This design comes from an exercise in tuning for small area, a short achievable clock period and few clock cycles per item on the open sky130 flow, not from production work. RTL that was checked went through simulation tests only; none was proved equivalent to the original.

==> flow/design.v (excerpt) <==
module idct_t_stage (
	input logic CLOCK_50_I,
	input logic Resetn,
	input logic req,
	output logic ack,
	input logic [5:0] block_row,
	input logic [5:0] block_col,
	input logic [15:0] sram_read_data,
	output logic [17:0] sram_address,
	output logic [15:0] sram_write_data,
	output logic sram_we_n
);
Settings: LEC_CHECK=0, CAP_MARGIN=20, CORE_MARGIN=2, CORE_UTILIZATION=40, CTS_CLUSTER_DIAMETER=150, CTS_CLUSTER_SIZE=24, SLEW_MARGIN=20; clock period 10.0 ns.
standard.sh (not shown) runs the stock make flow with config.mk's settings and CLKGATE_MAP_FILE= SYNTH_SCRIPT=/design/flow/synth_recipe.tcl, a recipe that flattens the netlist after the stock synthesis.
==> flow/flow/run.sh <==
#!/bin/bash
set -euo pipefail
bash standard.sh SETUP_SLACK_MARGIN=7.3 finish > flow.log 2>&1
The baseline completed with no timing, DRC or antenna violations.
Testbench counts at the start, summed over its fixed seeds: cycles 28,784, blocks 192.
Edit:
==> flow/flow/run.sh (replaced) <==
#!/bin/bash
set -euo pipefail
bash standard.sh SETUP_SLACK_MARGIN=6.9 finish > flow.log 2>&1
The changed run went through all stages and came out clean. Global-route usage falls by 1.1 points. Cell area falls by a few percent. Setup slack gets better by 17 ps. Die area does not change. Final cell count falls by a few percent. Via count falls by a few percent.

* * *

## alpha
Another version of the RTL of idct_t_stage (not shown whole).
Size: roughly 2200 cells after synthesis, about 460 flip-flops.
## idct_t_stage
module idct_t_stage (
	input logic CLOCK_50_I,
	input logic Resetn,
	input logic req,
	output logic ack,
	input logic [5:0] block_row,
	input logic [5:0] block_col,
	input logic [15:0] sram_read_data,
	output logic [17:0] sram_address,
	output logic [15:0] sram_write_data,
	output logic sram_we_n
);
clock: 10.0 ns
lec_check: 0
cap_margin: 20
core_margin: 2
core_utilization: 40
cts_cluster_diameter: 150
cts_cluster_size: 24
slew_margin: 20
==> flow/flow/run.sh <==
#!/bin/bash
set -euo pipefail
bash standard.sh SETUP_SLACK_MARGIN=7.0 finish > flow.log 2>&1
Testbench counts of alpha, summed over its fixed seeds: cycles 28,784, blocks 192.
What beta does differently from alpha at the input level:
- putting ABC_AREA at 1 where nothing was set
==> flow/flow/run.sh <==
#!/bin/bash
set -euo pipefail
bash standard.sh SETUP_SLACK_MARGIN=6.9 finish > flow.log 2>&1
--- outcome ---
- Post-cts sizing count | beta below alpha
- On worst slack after detailed placement: between beta and alpha, it ends up lower for alpha.
- Cell area after placement in beta is 2.7% above alpha.
- beta gives less via count normalized by instance count than alpha did.
- Re number of buffers inserted for hold repair after clock tree synthesis: no difference whatsoever between alpha and beta.
- beta vs alpha, final area went up by about 0.9%.
- Comparing beta and alpha, minimum hold slack is lower on beta.
- For synthesized area per cell, dividing the value from beta by the value from alpha gives 0.857.
## Diff of input files: gamma against beta
- removing ABC_AREA (formerly 1)
Results
Diff beta -> gamma | number of stages on the worst setup path | decrease of 1
gamma vs beta: highest attainable clock frequency up
The most common cell after layout, fill and taps aside comes out nand2_1 in one run and dfxtp_1 in the other, namely in beta and gamma respectively.
Looking at synthesized area, gamma sits 2.7% lower than beta does.
Diff beta..gamma | clock distribution area overhead in the final layout | negligible
Input-level comparison between delta and gamma:
- setting PLACE_DENSITY to 0.75 for the first time
==> comparison <==
- Of gamma and delta, gamma shows the higher final worst slack, with delta below it.
- Against gamma, delta reports a clock-pin slew of the registers on the worst-case setup and hold paths that is lower.
- Diff gamma..delta | number of multi-input combinational cells in the layout | unchanged
- Compared with gamma, in delta data arrival time of the critical path has increased.

* * *

north:
idct_t_stage, a different RTL version from the one above (not shown whole).
Size in the first run: roughly 2400 cells after synthesis, roughly 540 flip-flops, ~67 I/O pins, about 0.027 mm^2 of cells after synthesis.
Settings: LEC_CHECK=0, CAP_MARGIN=20, CORE_MARGIN=2, CORE_UTILIZATION=40, CTS_CLUSTER_DIAMETER=150, CTS_CLUSTER_SIZE=24, SLEW_MARGIN=20; clock period 10.0 ns.
==> flow/flow/run.sh <==
#!/bin/bash
set -euo pipefail
bash standard.sh SETUP_SLACK_MARGIN=7 finish > flow.log 2>&1
--- input diff north..south ---
- changing CTS_CLUSTER_SIZE from 24 to 30
- removing CTS_CLUSTER_DIAMETER (formerly 150)
==> comparison <==
Changes observed in south relative to north: total placed instance area barely changed. south and north ended up with roughly the same count of multi-input gates. Sort north and south by routed metal-1 wire length, descending, and north comes first. Clock network area share ended up 4.0 points higher on south than on north. Any difference in transition time at the pin with the least slew margin between south and north is small enough to ignore. Relative to north, south degrades wire length after detailed routing. south vs north — clock buffer count in the final layout climbed by more than half.
No run of this note included a check of the RTL's function; only the layout flow was run.

[separate check: timing with driven ports]
Ports are ideal in the flow. The routed layouts listed here were re-timed in OpenROAD.
Step 1: set_driving_cell puts a clkbuf_16 on CLOCK_50_I and a buf_2 on each other input, an assumption about the parent block.
Step 2 moves the port delays by t, midway between the first and last clock arrival at a register: inputs arrive t later, outputs are due t later. That takes back most of the time a late clock gives input paths.
Three values: ideal ports, drivers, drivers and shift; two values: the first two.
run	t (ns)	setup slack, ns	latest minus earliest clock arrival (ns)
the first run of note 1	0.637	6.874 / 6.810 / 6.653	0.028 / 0.029
the second run of note 1	0.607	6.892 / 6.861 / 6.493	0.026 / 0.025
alpha	0.629	6.884 / 6.827 / 6.524	0.030 / 0.030
beta	0.615	6.897 / 6.837 / 6.504	0.027 / 0.027
gamma	0.617	6.919 / 6.863 / 6.467	0.031 / 0.031
delta	0.624	6.881 / 6.823 / 6.497	0.024 / 0.024
north	0.647	6.848 / 6.790 / 6.472	0.023 / 0.023
south	0.677	6.836 / 6.778 / 6.477	0.053 / 0.053
After both steps every run listed still meets setup and hold. For gamma, which loses most, drivers alone change the setup slack by -0.056 ns; drivers and shift together by -0.452 ns.
